What follows belongs to an exercise in optimizing a design on an open flow for small area; a production flow would make more cautious choices. No run shown here included a check of the RTL's function; only the layout flow was run. Power is estimated from default activity; no workload was simulated.

### flow/config.mk
export PLATFORM = sky130hd
export DESIGN_NAME = lx_bus_interface
export DESIGN_NICKNAME = lx_bus_interface
export VERILOG_FILES = /design/flow/design.v
export SDC_FILE = /design/flow/constraint.sdc
export NUM_CORES = 4
export LEC_CHECK = 0
export ABC_AREA = 1
export CAP_MARGIN = 20
export CORE_MARGIN = 2
export CORE_UTILIZATION = 40
export SLEW_MARGIN = 20
### flow/constraint.sdc
create_clock -name core_clock -period 4.0 [get_ports {clock}]
set_input_delay 0.8000 -clock core_clock [delete_from_list [all_inputs] [get_ports {clock}]]
set_output_delay 0.8000 -clock core_clock [all_outputs]
set_load 0.01 [all_outputs]
### flow/design.v
package lx_bus_pkg;
  localparam int DATA_WIDTH = 32;
  localparam int ADDR_WIDTH = 32;
  localparam int MSG_WIDTH = 4;
  localparam int CACHE_WORDS = 4;
  localparam int BUS_WORDS = 2;
  localparam int BEATS = CACHE_WORDS / BUS_WORDS;
  localparam int LINE_OFFSET_BITS = 2;
  typedef enum logic [MSG_WIDTH-1:0] {
    NO_REQ     = 4'd0,
    R_REQ      = 4'd1,
    WB_REQ     = 4'd2,
    RFO_BCAST  = 4'd6,
    MEM_RESP   = 4'd10,
    MEM_RESP_S = 4'd11,
    MEM_C_RESP = 4'd12
  } msg_t;
  typedef logic [DATA_WIDTH-1:0] word_t;
  typedef word_t [BUS_WORDS-1:0] beat_t;
  typedef union packed {
    word_t [CACHE_WORDS-1:0] words;
    beat_t [BEATS-1:0] beats;
  } line_t;
  typedef logic beat_index_t;
  typedef enum logic [2:0] {
    IDLE,
    READ_LINE,
    SEND_BEATS,
    RECEIVE,
    WRITE_LINE,
    WAIT_CLEAR
  } state_t;
endpackage
module lx_bus_interface
(
  input  logic                  clock,
  input  logic                  reset,
  input  logic                  req_ready,
  input  lx_bus_pkg::msg_t                  bus_msg_in,
  input  logic [lx_bus_pkg::ADDR_WIDTH-1:0] bus_address_in,
  input  lx_bus_pkg::beat_t                 bus_data_in,
  output lx_bus_pkg::msg_t                  bus_msg_out,
  output logic [lx_bus_pkg::ADDR_WIDTH-1:0] bus_address_out,
  output lx_bus_pkg::beat_t                 bus_data_out,
  input  lx_bus_pkg::msg_t                  cache_msg_in,
  input  lx_bus_pkg::line_t                 cache_data_in,
  output lx_bus_pkg::msg_t                  cache_msg_out,
  output logic [lx_bus_pkg::ADDR_WIDTH-1:0] cache_address_out,
  output lx_bus_pkg::line_t                 cache_data_out
);
  logic idle, rl, crd, crf, sb, wc1, wcr, r0, r1, wl, cwr, wcw;
  logic rfo;      
  logic resp_s;   
  logic [3:0] bmsg, cmsg;
  logic read_request, write_request, accept_rd, accept_wr;
  logic read_done, write_done, bus_idle;
  assign bmsg = bus_msg_in;
  assign cmsg = cache_msg_in;
  assign read_request  = (bmsg == 4'd1) || (bmsg == 4'd6);
  assign write_request = (bmsg == 4'd2);
  assign accept_rd     = idle && req_ready && read_request;
  assign accept_wr     = idle && req_ready && write_request;
  assign read_done     = (cmsg == 4'd10) || (cmsg == 4'd11);
  assign write_done    = (cmsg == 4'd10);
  assign bus_idle      = (bmsg == 4'd0);
  always_ff @(posedge clock) begin
    if (reset) begin
      idle <= 1'b1;
      rl   <= 1'b0;
      crd  <= 1'b0;
      crf  <= 1'b0;
      sb   <= 1'b0;
      wc1  <= 1'b0;
      wcr  <= 1'b0;
      r0   <= 1'b0;
      r1   <= 1'b0;
      wl   <= 1'b0;
      cwr  <= 1'b0;
      wcw  <= 1'b0;
    end else begin
      idle <= (idle && !accept_rd && !accept_wr) || ((wc1 || wcr || wcw) && bus_idle);
      rl   <= accept_rd || (rl && !read_done);
      crd  <= rl && !read_done && !rfo;
      crf  <= rl && !read_done && rfo;
      sb   <= rl && read_done;
      wc1  <= sb;
      wcr  <= (wc1 || wcr) && !bus_idle;
      r0   <= accept_wr;
      r1   <= r0;
      wl   <= r1 || (wl && !write_done);
      cwr  <= wl && !write_done;
      wcw  <= (wl && write_done) || (wcw && !bus_idle);
    end
  end
  always_ff @(posedge clock) begin
    if (idle) rfo <= (bmsg == 4'd6);
    if (rl)   resp_s <= cmsg[0];
  end
  logic [31:0] addr_n, addr;
  assign addr = ~addr_n;
  always_ff @(posedge clock) begin
    addr_n <= ~((idle ? bus_address_in : addr));
  end
  logic [63:0] lo_n, hi_n, lo, hi;
  logic [63:0] cin_lo, cin_hi;
  assign lo = ~lo_n;
  assign hi = ~hi_n;
  assign cin_lo = cache_data_in[63:0];
  assign cin_hi = cache_data_in[127:64];
  logic ld_lo, ld_hi;
  assign ld_lo = rl || r0;
  assign ld_hi = rl || r1;
  always_ff @(posedge clock) begin
    lo_n <= ~((lo | {64{ld_lo}}) & (cin_lo | {64{!rl}}) & (bus_data_in | {64{!r0}}));
    hi_n <= ~((hi | {64{ld_hi}}) & (cin_hi | {64{!rl}}) & (bus_data_in | {64{!r1}}));
  end
  logic bshow, cshow;
  assign bshow = sb || wc1 || wcw;
  assign cshow = crd || crf || cwr;
  assign bus_msg_out       = lx_bus_pkg::msg_t'({bshow, 1'b0, bshow, (sb || wc1) && resp_s});
  assign bus_address_out   = addr & {32{bshow}};
  assign bus_data_out      = (lo & {64{sb}}) | (hi & {64{wc1}});
  assign cache_msg_out     = lx_bus_pkg::msg_t'({1'b0, crf, crf || cwr, crd});
  assign cache_address_out = {addr[31:2] & {30{cshow}}, 2'b00};
  assign cache_data_out    = {hi & {64{cwr}}, lo & {64{cwr}}};
endmodule
### flow/run.sh
#!/bin/bash
# synth_recipe.tcl (not shown) runs the flow's synth.tcl, then flattens the netlist and writes it again
# the make line also repeats each setting of config.mk as NAME=value (left out here)
make -C /OpenROAD-flow-scripts/flow DESIGN_CONFIG=/design/flow/config.mk WORK_HOME=/design/flow/orfs CLKGATE_MAP_FILE= SYNTH_SCRIPT=/design/flow/synth_recipe.tcl finish
==> results.py, run 1 <==
metrics = {
    "synth": {
        "synth_top_area_frac": 0.3826,
        "yosys-top-cells-count": "nor2_1, nand2_1, dfxtp_1",
        "synth_cell_types": 19,
        "ys_warn_count": 1,
        "yosysMostFrequentCell": "nor2_1",
        "synth.area.top_cells": "dfxtp_1, o221ai_1, edfxtp_1",
        "ys_async_sr_fraction": 0,
        "synth_seq_area_share": 0.5220,
        "synth_top_family_by_area": "compound AO/OA/AOI/OAI gates",
        "synth-seq-cells": 174,
        "synth_xor_area_frac": 0,
        "synthAdderAreaFrac": 0,
        "synth_cells": 859,
        "synthMuxAreaShare": 0,
        "synth-main-ff-cell": "dfxtp_1",
        "synth_compound_gate_area_share": 0.2093,
        "synth-simple-area-share": 0.1860,
        "synth-edff-count": 34,
        "syn_area_sq_um": 7325,
        "syn_avg_cell_area_sq_um": 8.527,
        "synth_top_area_cell": "dfxtp_1",
    },
    "status": {
        "firstError": "[ERROR PPL-0024] Number of IO pins (499) exceeds maximum number of available positions (498). Increase the die perimeter from 557.28um to 678.64um.",
        "flow.stopped_at": "I/O pin placement",
        "outcome": "stopped before the end",
    },
    "floorplan": {
        "core.rowCount": 49,
        "die_x_um": 139.3,
        "initial_core_util": 0.4077,
        "die_h_um": 139.3,
    },
}
## cell families after synthesis
group	after synthesis
compound gates	194
flops	174
buf+inv	132
other cells	1
simple gates	358
==> inputs of run 2 (changes only) <==
--- a/flow/design.v
+++ b/flow/design.v
@@ -101,3 +101,3 @@
   always_ff @(posedge clock) begin
-    addr_n <= ~((idle ? bus_address_in : addr));
+    addr_n <= ~((bus_address_in & {32{idle}}) | (addr & {32{!idle}}));
   end
--- a/flow/config.mk
+++ b/flow/config.mk
@@ -9,4 +9,4 @@
 export CAP_MARGIN = 20
-export CORE_MARGIN = 2
-export CORE_UTILIZATION = 40
+export CORE_AREA = 5 5 175 175
+export DIE_AREA = 0 0 180 180
 export SLEW_MARGIN = 20
==> run 2 against run 1 <==
Effect of this change:
- the run now finishes clean
- synthesized cell count did not move
- synthesized area stayed put
==> results.py, run 2 <==
metrics = {
    "clocking": {
        "ctsResizeCount": 0,
        "numCtsBuffers": 17,
        "cts_max_level": 4,
        "clk_pin_slew_ps": 70,
        "post_cts_buffers": 0,
        "cts_tree": "built",
        "clockBufferDepth": 2,
        "postCtsHoldBufs": 0,
        "numClockSinks": 174,
        "cts.root.buffer_cell": "clkbuf_16",
        "clock_latency_ps": 430,
    },
    "layout": {
        "nNetsFinal": 1543,
        "syn2layout_area_growth_pct": 79.23,
        "final_core_util": 0.4586,
        "final_cell_mix": "clkdlybuf4s50_1, nor2_1, nand2_1",
        "layout_commonest_cell": "clkdlybuf4s50_1",
        "drive_gt1_frac": 0.04164,
    },
    "run": {
        "cap_violations": 0,
    },
    "worst_setup_path": {
        "slowest_stage": "inv_1",
        "cp.arrival_ps": 2360,
        "cp_top_family": "buffers and inverters",
        "cp-end-kind": "output port",
        "path_cells": "nor2_1 > nand2_1 > inv_1 > nor2_1 > clkdlybuf4s50_1",
        "cp.required_ps": 3200,
        "start_kind": "flip-flop",
        "cp_num_buf_inv": 2,
        "path_common_cell": "nor2_1",
        "critical_path.startpoint": "wc1",
        "cp_max_fo": 32,
        "timing.rr.start": "rl",
        "critPathMaxStageDelay_ps": 710,
        "worstSetupPathType": "reg -> out",
    },
    "synth": {
        "synth.area.top_cells": "dfxtp_1, o221ai_1, edfxtp_1",
        "synth-edff-count": 34,
        "synth_top_area_frac": 0.3826,
        "yosysMostFrequentCell": "nor2_1",
        "synth_top_family_by_area": "compound AO/OA/AOI/OAI gates",
        "syn_area_sq_um": 7325,
        "synth_top_area_cell": "dfxtp_1",
        "synth_compound_gate_area_share": 0.2093,
        "ys_async_sr_fraction": 0,
        "synth-simple-area-share": 0.1860,
        "synthAdderAreaFrac": 0,
        "synth_seq_area_share": 0.5220,
        "synth_cells": 859,
        "synth_xor_area_frac": 0,
        "synth-main-ff-cell": "dfxtp_1",
        "synth-seq-cells": 174,
        "synthMuxAreaShare": 0,
        "yosys-top-cells-count": "nor2_1, nand2_1, dfxtp_1",
        "ys_warn_count": 1,
        "syn_avg_cell_area_sq_um": 8.527,
        "synth_cell_types": 19,
    },
    "drt": {
        "wl_per_cell_um": 21.36,
        "ant_nets": 0,
        "drtIter0Drc": 527,
        "drt-total-wl_mm": 36.53,
        "avgViaCountPerCell": 4.963,
        "drc": 0,
        "first_pass_iters": 5,
        "vias": 8486,
    },
    "floorplan": {
        "core.rowCount": 62,
        "dieArea_sq_um": 32400,
        "die_x_um": 180,
        "pin_count": 499,
        "initial_core_util": 0.2559,
        "core_sq_um": 28630,
        "die_h_um": 180,
    },
    "pwr": {
        "internal_power_uw": 3793,
        "static-leakage-power_uw": 0.005265,
        "p_sw_frac": 0.3071,
        "p_per_area_nw_per_um2": 417.0,
        "clockPowerShare": 0.308,
        "comb_power_share": 0.169,
        "p_sw_uw": 1681,
        "power_frac_seq": 0.523,
        "irDropWorstVdd_v": 0.0002713,
    },
    "hold_path": {
        "hp-start": "rfo",
        "min-delay-path-class": "reg -> reg",
    },
    "sta": {
        "rsz0062_at_grt": "false",
        "max_freq_mhz": 316.1,
        "setup_ws_ps": 836.0,
        "slew_violations": 0,
        "final.period_utilization": 0.7910,
        "clock_skew_ps": 14.74,
        "hold_slack_ps": 450.2,
        "maxSlewHeadroom": 0.2538,
        "tns_ps": 0,
        "min_period_ps": 3164,
        "hold_viol": 0,
        "tightest_slew_ps": 1119,
        "setup_viol_count_final": 0,
    },
    "placed_design": {
        "numPortBuffers": 494,
        "dp_hpwl_mm": 27.05,
        "dp_slack_ps": 1283,
        "routabilityCongestion": 0.8537,
    },
    "status": {
        "outcome": "timing/DRC/antenna clean",
    },
    "global_routing": {
        "grt_start_max_net_pins": 100,
        "antenna_found_initial": 5,
        "grt_pass1_vias": 8748,
        "overflow": 0,
        "grt_pass1_wl_mm": 55.38,
        "grt_usage": 0.2159,
    },
}
-- run 2: cells by family (layout without fill, tap and decap cells) --
kind of cell | Yosys count | count (layout)
AO/OA/AOI/OAI | 194 | 194
buffers and inverters | 132 | 591
flip-flops | 174 | 174
other | 1 | 9
AND/OR/NAND/NOR | 358 | 358
-- run 2: power by group through the flow --
| stage | Clock [uW] | Combinational [uW] | Sequential [uW] |
|---|---|---|---|
| after detailed placement | 0 | 927 | 2880 |
| after CTS | 1730 | 926 | 2850 |
| final | 1690 | 923 | 2860 |
| after global routing | 1800 | 1050 | 2930 |
| after floorplan | 0 | 554 | 2700 |
| after global placement | 0 | 888 | 2900 |
-- run 2: through the flow --
step	instances	area, sq um	power, uW
finish	1710	13130	5475
global route	1710	13130	5775
CTS	1705	13120	5508
detailed placement	1673	12520	3809
global placement	1673	12520	3789
floorplan	862	7336	3253
-- run 2: worst paths after layout --
kind	to	cells past startpoint	slack (ps)
setup / recovery	bus_address_out[27]	5	840
hold / removal	crd	1	450
setup reg to reg	lo_n[3]	3	2000
hold reg to reg	crd	1	450
-- run 2: layout make-up --
| type | instances | area, sq um |
|---|---|---|
| Clock buffer | 18 | 450.4 |
| Tap cell | 384 | 480.5 |
| Inverter | 51 | 196.4 |
| Sequential cell | 174 | 3824 |
| Multi-Input combinational cell | 556 | 2923 |
| Fill cell | 2766 | 15500 |
| Antenna cell | 5 | 12.51 |
| Timing Repair Buffer | 508 | 5100 |
| Clock inverter | 14 | 141.4 |
-- run 2: per-layer routing --
layer	wire (um)	vias to the layer above	track usage
li1	-	3944	-
met1	14480	3996	0.2598
met2	17680	482	0.3581
met3	3132	64	0.06892
met4	1237	0	0.08839
met5	0	-	0
-- run 2: worst reg2reg max path, cell delays in order (launching register included) --
cell,delay [ps]
dfxtp_1,430
inv_4,840
buf_4,440
o221ai_1,140
==> inputs of run 3 (changes only) <==
==> flow/flow/run.sh (new file) <==
#!/bin/bash
# Standard ORFS layout, except that the port buffers that buffer_ports inserts
# are the smallest buffer (buf_1) instead of the tool's default choice.
set -euo pipefail
export BUFFER_PORTS_ARGS="-buffer_cell sky130_fd_sc_hd__buf_1"
bash standard.sh > standard_flow.log 2>&1
==> flow/standard.sh (new file) <==
#!/bin/bash
# synth_recipe.tcl (not shown) runs the flow's synth.tcl, then flattens the netlist and writes it again
# the make line also repeats each setting of config.mk as NAME=value (left out here)
make -C /OpenROAD-flow-scripts/flow DESIGN_CONFIG=/design/flow/config.mk WORK_HOME=/design/flow/orfs CLKGATE_MAP_FILE= SYNTH_SCRIPT=/design/flow/synth_recipe.tcl "${@:-finish}"
removed: flow/run.sh
==> run 3 against run 2 <==
Effect of this change:
- synthesized area unchanged
- register-to-register slack worse by 40 ps
- critical path type unchanged
- non-clock buffer count unchanged
==> results.py, run 3 <==
metrics = {
    "floorplan": {
        "pin_count": 499,
        "core_sq_um": 28630,
        "core.rowCount": 62,
        "die_x_um": 180,
        "initial_core_util": 0.2559,
        "die_h_um": 180,
        "dieArea_sq_um": 32400,
    },
    "sta": {
        "min_period_ps": 2751,
        "setup_viol_count_final": 0,
        "slew_violations": 0,
        "maxSlewHeadroom": 0.3363,
        "max_freq_mhz": 363.6,
        "hold_viol": 0,
        "hold_slack_ps": 458.0,
        "final.period_utilization": 0.6876,
        "tns_ps": 0,
        "clock_skew_ps": 18.68,
        "rsz0062_at_grt": "false",
        "tightest_slew_ps": 993.2,
    },
    "clocking": {
        "numCtsBuffers": 17,
        "postCtsHoldBufs": 0,
        "cts_tree": "built",
        "post_cts_buffers": 0,
        "ctsResizeCount": 0,
        "numClockSinks": 174,
        "cts_max_level": 4,
        "clock_latency_ps": 430,
        "clk_pin_slew_ps": 70,
        "cts.root.buffer_cell": "clkbuf_16",
        "clockBufferDepth": 2,
    },
    "synth": {
        "synth.area.top_cells": "dfxtp_1, o221ai_1, edfxtp_1",
        "syn_area_sq_um": 7325,
        "synth_cells": 859,
        "synth-edff-count": 34,
        "ys_warn_count": 1,
        "synth_seq_area_share": 0.5220,
        "synth_top_area_cell": "dfxtp_1",
        "synth-seq-cells": 174,
        "synth_top_area_frac": 0.3826,
        "ys_async_sr_fraction": 0,
        "yosys-top-cells-count": "nor2_1, nand2_1, dfxtp_1",
        "yosysMostFrequentCell": "nor2_1",
        "synth-main-ff-cell": "dfxtp_1",
        "syn_avg_cell_area_sq_um": 8.527,
        "synth_cell_types": 19,
    },
    "worst_setup_path": {
        "cp_max_fo": 32,
        "rr_endpoint": "hi_n[0]",
        "cp.required_ps": 3200,
        "r2r_cells": 4,
        "timing.rr.start": "rl",
        "cp.arrival_ps": 1950,
        "regToRegSetupSlack_ps": 1960,
        "critical_path.startpoint": "wc1",
        "path_cells": "nor2_1 > nand2_1 > inv_1 > nor2_1 > buf_1",
        "critPathMaxStageDelay_ps": 700,
        "cp-end-kind": "output port",
        "worstSetupPathType": "reg -> out",
        "slowest_stage": "inv_1",
        "start_kind": "flip-flop",
        "path_common_cell": "nor2_1",
    },
    "hold_path": {
        "hold_depth": 1,
        "min_to": "crd",
        "min-delay-path-class": "reg -> reg",
        "hp-start": "rfo",
    },
    "placed_design": {
        "dp_cells": 1672,
        "dp_hpwl_mm": 23.97,
        "routabilityCongestion": 0.9011,
        "numPortBuffers": 494,
    },
    "pwr": {
        "p_sw_frac": 0.3141,
        "comb_power_share": 0.144,
        "p_per_area_nw_per_um2": 524.0,
        "clockPowerShare": 0.318,
        "internal_power_uw": 3602,
        "p_sw_uw": 1649,
        "power_frac_seq": 0.538,
        "irDropWorstVdd_v": 0.0002239,
        "static-leakage-power_uw": 0.004048,
    },
    "drt": {
        "avgViaCountPerCell": 4.947,
        "drc": 0,
        "wl_per_cell_um": 18.93,
        "vias": 8445,
        "first_pass_iters": 6,
        "ant_nets": 0,
        "drtIter0Drc": 523,
        "drt-total-wl_mm": 32.31,
    },
    "global_routing": {
        "grt_pass1_vias": 8457,
        "grt_start_max_net_pins": 102,
        "antenna_found_initial": 2,
        "grt_pass1_wl_mm": 49.08,
        "overflow": 0,
        "grt_usage": 0.1885,
    },
    "layout": {
        "layout_commonest_cell": "buf_1",
        "drive_gt1_frac": 0.04239,
        "final_cell_mix": "buf_1, nor2_1, nand2_1",
        "nNetsFinal": 1543,
        "syn2layout_area_growth_pct": 36.81,
        "fin_cells": 1707,
    },
    "status": {
        "outcome": "timing/DRC/antenna clean",
    },
    "run": {
        "cap_violations": 0,
    },
}
==> run 3: cell count changes in the layout (fill, tap and decap cells not counted), sizes merged <==
cell	previous run	this run
clkbuf	18	17
clkinv	6	8
diode	5	2
buf	14	508
clkdlybuf4s50	494	0
clkinvlp	1	0
==> run 3: cell type report <==
cell class                      count  area (sq um)
Antenna cell                        2         5.005
Clock buffer                       17         425.4
Clock inverter                     15         170.2
Fill cell                        3061         18600
Inverter                           51         196.4
Multi-Input combinational cell    556          2928
Sequential cell                   174          3824
Tap cell                          384         480.5
Timing Repair Buffer              508          1992
==> run 3: how the worst max path moves through the flow <==
stage                       endpoint  slack (ps)  cells past startpoint
3_5_place_dp    cache_address_out[6]        1350                      4
4_1_cts         cache_address_out[6]         870                      4
3_3_place_gp    cache_address_out[6]        1410                      4
2_1_floorplan  cache_address_out[10]        2190                      4
5_1_grt          bus_address_out[25]        1050                      5
6_report         bus_address_out[22]        1250                      5
==> run 3: per-layer routing <==
metal | GRT usage | wire (um)
met5 | 0 | 0
met4 | 0.06492 | 813
met3 | 0.04729 | 2528
met2 | 0.3214 | 15860
met1 | 0.2326 | 13110
==> run 3: worst max-delay path, delay by kind of cell (launching register included) <==
family / cells / cell delay (ps)
and+or+nand+nor: 3 / 330
buffers and inverters: 2 / 860
DFF: 1 / 330
==> run 3: cell families (layout without fill, tap and decap cells) <==
logic type / after synthesis / in the layout / share of synthesized area
and+or+nand+nor: 358 / 358 / 0.1860
DFF: 174 / 174 / 0.5220
buffers and inverters: 132 / 591 / 0.08217
AOI/OAI and AO/OA: 194 / 194 / 0.2093
other: 1 / 6 / 0.0005120
==> run 3: power by group through the flow <==
stage / Combinational, uW / Clock [uW] / Sequential [uW]
2_1_floorplan: 554 / 0 / 2700
3_3_place_gp: 727 / 0 / 2850
3_5_place_dp: 759 / 0 / 2840
4_1_cts: 758 / 1730 / 2820
5_1_grt: 885 / 1800 / 2900
6_report: 756 / 1670 / 2830
==> run 3: metrics by stage <==
stage	total power, uW	instance area (sq um)	worst slack, ps	utilization
3_3_place_gp	3576	9388	1414	0.3280
2_1_floorplan	3253	7336	2192	-
3_5_place_dp	3602	9388	1345	0.3280
5_1_grt	5578	10020	1050	0.3501
4_1_cts	5303	9983	870.6	0.3488
6_report	5251	10020	1249	0.3501
==> inputs of run 4 (changes only) <==
--- a/flow/config.mk
+++ b/flow/config.mk
@@ -8,5 +8,6 @@
 export ABC_AREA = 1
-export CAP_MARGIN = 20
+export CAP_MARGIN = 0
 export CORE_AREA = 5 5 175 175
+export CTS_BUF_LIST = sky130_fd_sc_hd__clkbuf_8
 export DIE_AREA = 0 0 180 180
-export SLEW_MARGIN = 20
+export SLEW_MARGIN = 0
==> run 4 against run 3 <==
Effect of this change:
- clock skew grew 4.7 ps
- flip-flop and latch count stayed put
- utilization is 0.79 points lower
- design area is 2.3% lower
- global-route usage about the same
- combinational power is essentially flat
- largest power group unchanged
- total power shrank 7.9%
- fmax shrank 12%
- clock power fell by 25%
- cell count down 0.12%
- still clean on timing, DRC and antenna
- synthesized cell count unchanged
- worst hold slack improved by 9.5 ps
==> results.py, run 4 <==
metrics = {
    "status": {
        "outcome": "timing/DRC/antenna clean",
    },
    "pwr": {
        "p_per_area_nw_per_um2": 493.6,
        "comb_power_share": 0.156,
        "clockPowerShare": 0.260,
        "p_sw_uw": 1604,
        "static-leakage-power_uw": 0.003944,
        "irDropWorstVdd_v": 0.0001804,
        "p_sw_frac": 0.3318,
        "internal_power_uw": 3230,
        "power_frac_seq": 0.585,
    },
    "global_routing": {
        "grt_pass1_vias": 8494,
        "grt_start_max_net_pins": 102,
        "antenna_found_initial": 1,
        "grt_usage": 0.1886,
        "overflow": 0,
        "grt_pass1_wl_mm": 49.09,
    },
    "sta": {
        "slew_violations": 0,
        "tightest_slew_ps": 1153,
        "tns_ps": 0,
        "clock_skew_ps": 23.34,
        "hold_viol": 0,
        "max_freq_mhz": 319.6,
        "rsz0062_at_grt": "false",
        "setup_viol_count_final": 0,
        "hold_slack_ps": 467.4,
        "min_period_ps": 3129,
        "final.period_utilization": 0.7822,
        "maxSlewHeadroom": 0.2305,
    },
    "run": {
        "cap_violations": 0,
    },
    "clocking": {
        "clock_latency_ps": 460,
        "postCtsHoldBufs": 0,
        "post_cts_buffers": 0,
        "clk_pin_slew_ps": 110,
        "cts_max_level": 4,
        "cts.root.buffer_cell": "clkbuf_8",
        "clockBufferDepth": 2,
        "ctsResizeCount": 0,
        "cts_tree": "built",
        "numClockSinks": 174,
        "numCtsBuffers": 17,
    },
    "hold_path": {
        "hold_depth": 1,
        "min_to": "crd",
        "hp-start": "rfo",
        "min-delay-path-class": "reg -> reg",
    },
    "synth": {
        "synthAdderAreaFrac": 0,
        "synth-seq-cells": 174,
        "synth_top_area_frac": 0.3826,
        "yosys-top-cells-count": "nor2_1, nand2_1, dfxtp_1",
        "synth-edff-count": 34,
        "synth_cells": 859,
        "synth_xor_area_frac": 0,
        "synth_top_area_cell": "dfxtp_1",
        "synth_cell_types": 19,
        "synth.area.top_cells": "dfxtp_1, o221ai_1, edfxtp_1",
        "synth_compound_gate_area_share": 0.2093,
        "syn_avg_cell_area_sq_um": 8.527,
        "synth-simple-area-share": 0.1860,
        "syn_area_sq_um": 7325,
        "synth_top_family_by_area": "compound AO/OA/AOI/OAI gates",
        "synth-main-ff-cell": "dfxtp_1",
        "synthMuxAreaShare": 0,
        "yosysMostFrequentCell": "nor2_1",
        "synth_seq_area_share": 0.5220,
        "ys_warn_count": 1,
        "ys_async_sr_fraction": 0,
    },
    "layout": {
        "layout_commonest_cell": "buf_1",
        "drive_gt1_frac": 0.04167,
        "final_area_sq_um": 9794,
        "final_cell_mix": "buf_1, nor2_1, nand2_1",
        "fin_cells": 1705,
        "nNetsFinal": 1542,
        "final_core_util": 0.3422,
        "syn2layout_area_growth_pct": 33.72,
    },
    "worst_setup_path": {
        "regToRegSetupSlack_ps": 1830,
        "cp.required_ps": 3200,
        "worstSetupPathType": "reg -> out",
        "path_cells": "or2_2 > nor2_2 > nor2_1 > buf_1",
        "cp_top_family": "simple AND/OR/NAND/NOR gates",
        "r2r_cells": 3,
        "start_kind": "flip-flop",
        "critPathMaxStageDelay_ps": 870,
        "rr_endpoint": "lo_n[11]",
        "cp_max_fo": 30,
        "cp.arrival_ps": 2330,
        "timing.rr.start": "rl",
        "cp-end-kind": "output port",
        "slowest_stage": "nor2_2",
        "cp_num_buf_inv": 1,
    },
    "floorplan": {
        "die_x_um": 180,
        "core_sq_um": 28630,
        "dieArea_sq_um": 32400,
        "pin_count": 499,
        "initial_core_util": 0.2559,
        "core.rowCount": 62,
        "die_h_um": 180,
    },
    "drt": {
        "wl_per_cell_um": 19.02,
        "vias": 8445,
        "ant_nets": 0,
        "drt-total-wl_mm": 32.44,
        "drc": 0,
        "first_pass_iters": 5,
        "avgViaCountPerCell": 4.953,
        "drtIter0Drc": 522,
    },
    "placed_design": {
        "dp_cells": 1672,
        "placed_cell_area_sq_um": 9388,
        "routabilityCongestion": 0.9011,
        "numPortBuffers": 494,
        "dp_hpwl_mm": 23.97,
    },
}
==> run 4: cell types whose count changed in the layout (fill, tap and decap cells not counted), sizes merged <==
cell   delta
buf       -1
diode     -1
==> run 4: metrics by stage <==
step / total power, uW / worst slack, ps
finish: 4835 / 871.1
global route: 5153 / 666.7
CTS: 4877 / 810.8
detailed placement: 3602 / 1345
global placement: 3576 / 1414
floorplan: 3253 / 2192
==> run 4: layer usage <==
layer | GRT usage | part of all wire
met5 | 0 | 0
met4 | 0.06004 | 0.021
met3 | 0.04931 | 0.081
met2 | 0.3234 | 0.50
met1 | 0.2319 | 0.40
==> run 4: layout make-up <==
type / instances / area, sq um
Clock inverter: 15 / 170.2
Clock buffer: 17 / 234.0
Fill cell: 3090 / 18830
Antenna cell: 1 / 2.502
Sequential cell: 174 / 3824
Timing Repair Buffer: 507 / 1964
Tap cell: 384 / 480.5
Multi-Input combinational cell: 556 / 2923
Inverter: 51 / 196.4
==> run 4: how the worst max path moves through the flow <==
stage | endpoint | slack, ps | depth (start not counted) | start
after floorplan | cache_address_out[10] | 2190 | 4 | cwr
after global placement | cache_address_out[6] | 1410 | 4 | cwr
after detailed placement | cache_address_out[6] | 1350 | 4 | cwr
after CTS | cache_address_out[6] | 810 | 4 | cwr
after global routing | cache_address_out[6] | 670 | 4 | cwr
final | cache_address_out[6] | 870 | 4 | cwr
==> run 4: logic make-up after synthesis <==
kind of cell / count (synthesis)
compound gates: 194
simple gates: 358
other cells: 1
flops: 174
buf+inv: 132
==> run 4: power by group through the flow <==
stage / clock network (uW) / logic, uW / registers (uW)
5_1_grt: 1380 / 883 / 2890
2_1_floorplan: 0 / 554 / 2700
6_report: 1250 / 754 / 2830
3_5_place_dp: 0 / 759 / 2840
3_3_place_gp: 0 / 727 / 2850
4_1_cts: 1300 / 758 / 2810

-- re-timing with driven ports --
In the flow no input, the clock included, has a driving cell. The finished layouts below were timed again as built, in two steps.
Step 1, drivers: a clkbuf_16 drives clock and a buf_2 each remaining input, both assumed.
Step 2, shift: input delay + t, output delay - t, t = (earliest + latest rising clock arrival at the registers) / 2. This alone moves slack from input paths to output paths.
Three values: ideal, step 1, step 2; two values: the first two.
| run | t (ns) | setup slack, ns | worst data-port slew with drivers (ns) |
|---|---|---|---|
| run 2 | 0.473 | 0.836 / 0.784 / 1.257 | 0.09 |
| run 3 | 0.468 | 1.249 / 1.198 / 1.666 | 0.12 |
| run 4 | 0.490 | 0.871 / 0.824 / 1.314 | 0.09 |
After both steps every run listed still meets setup and hold.
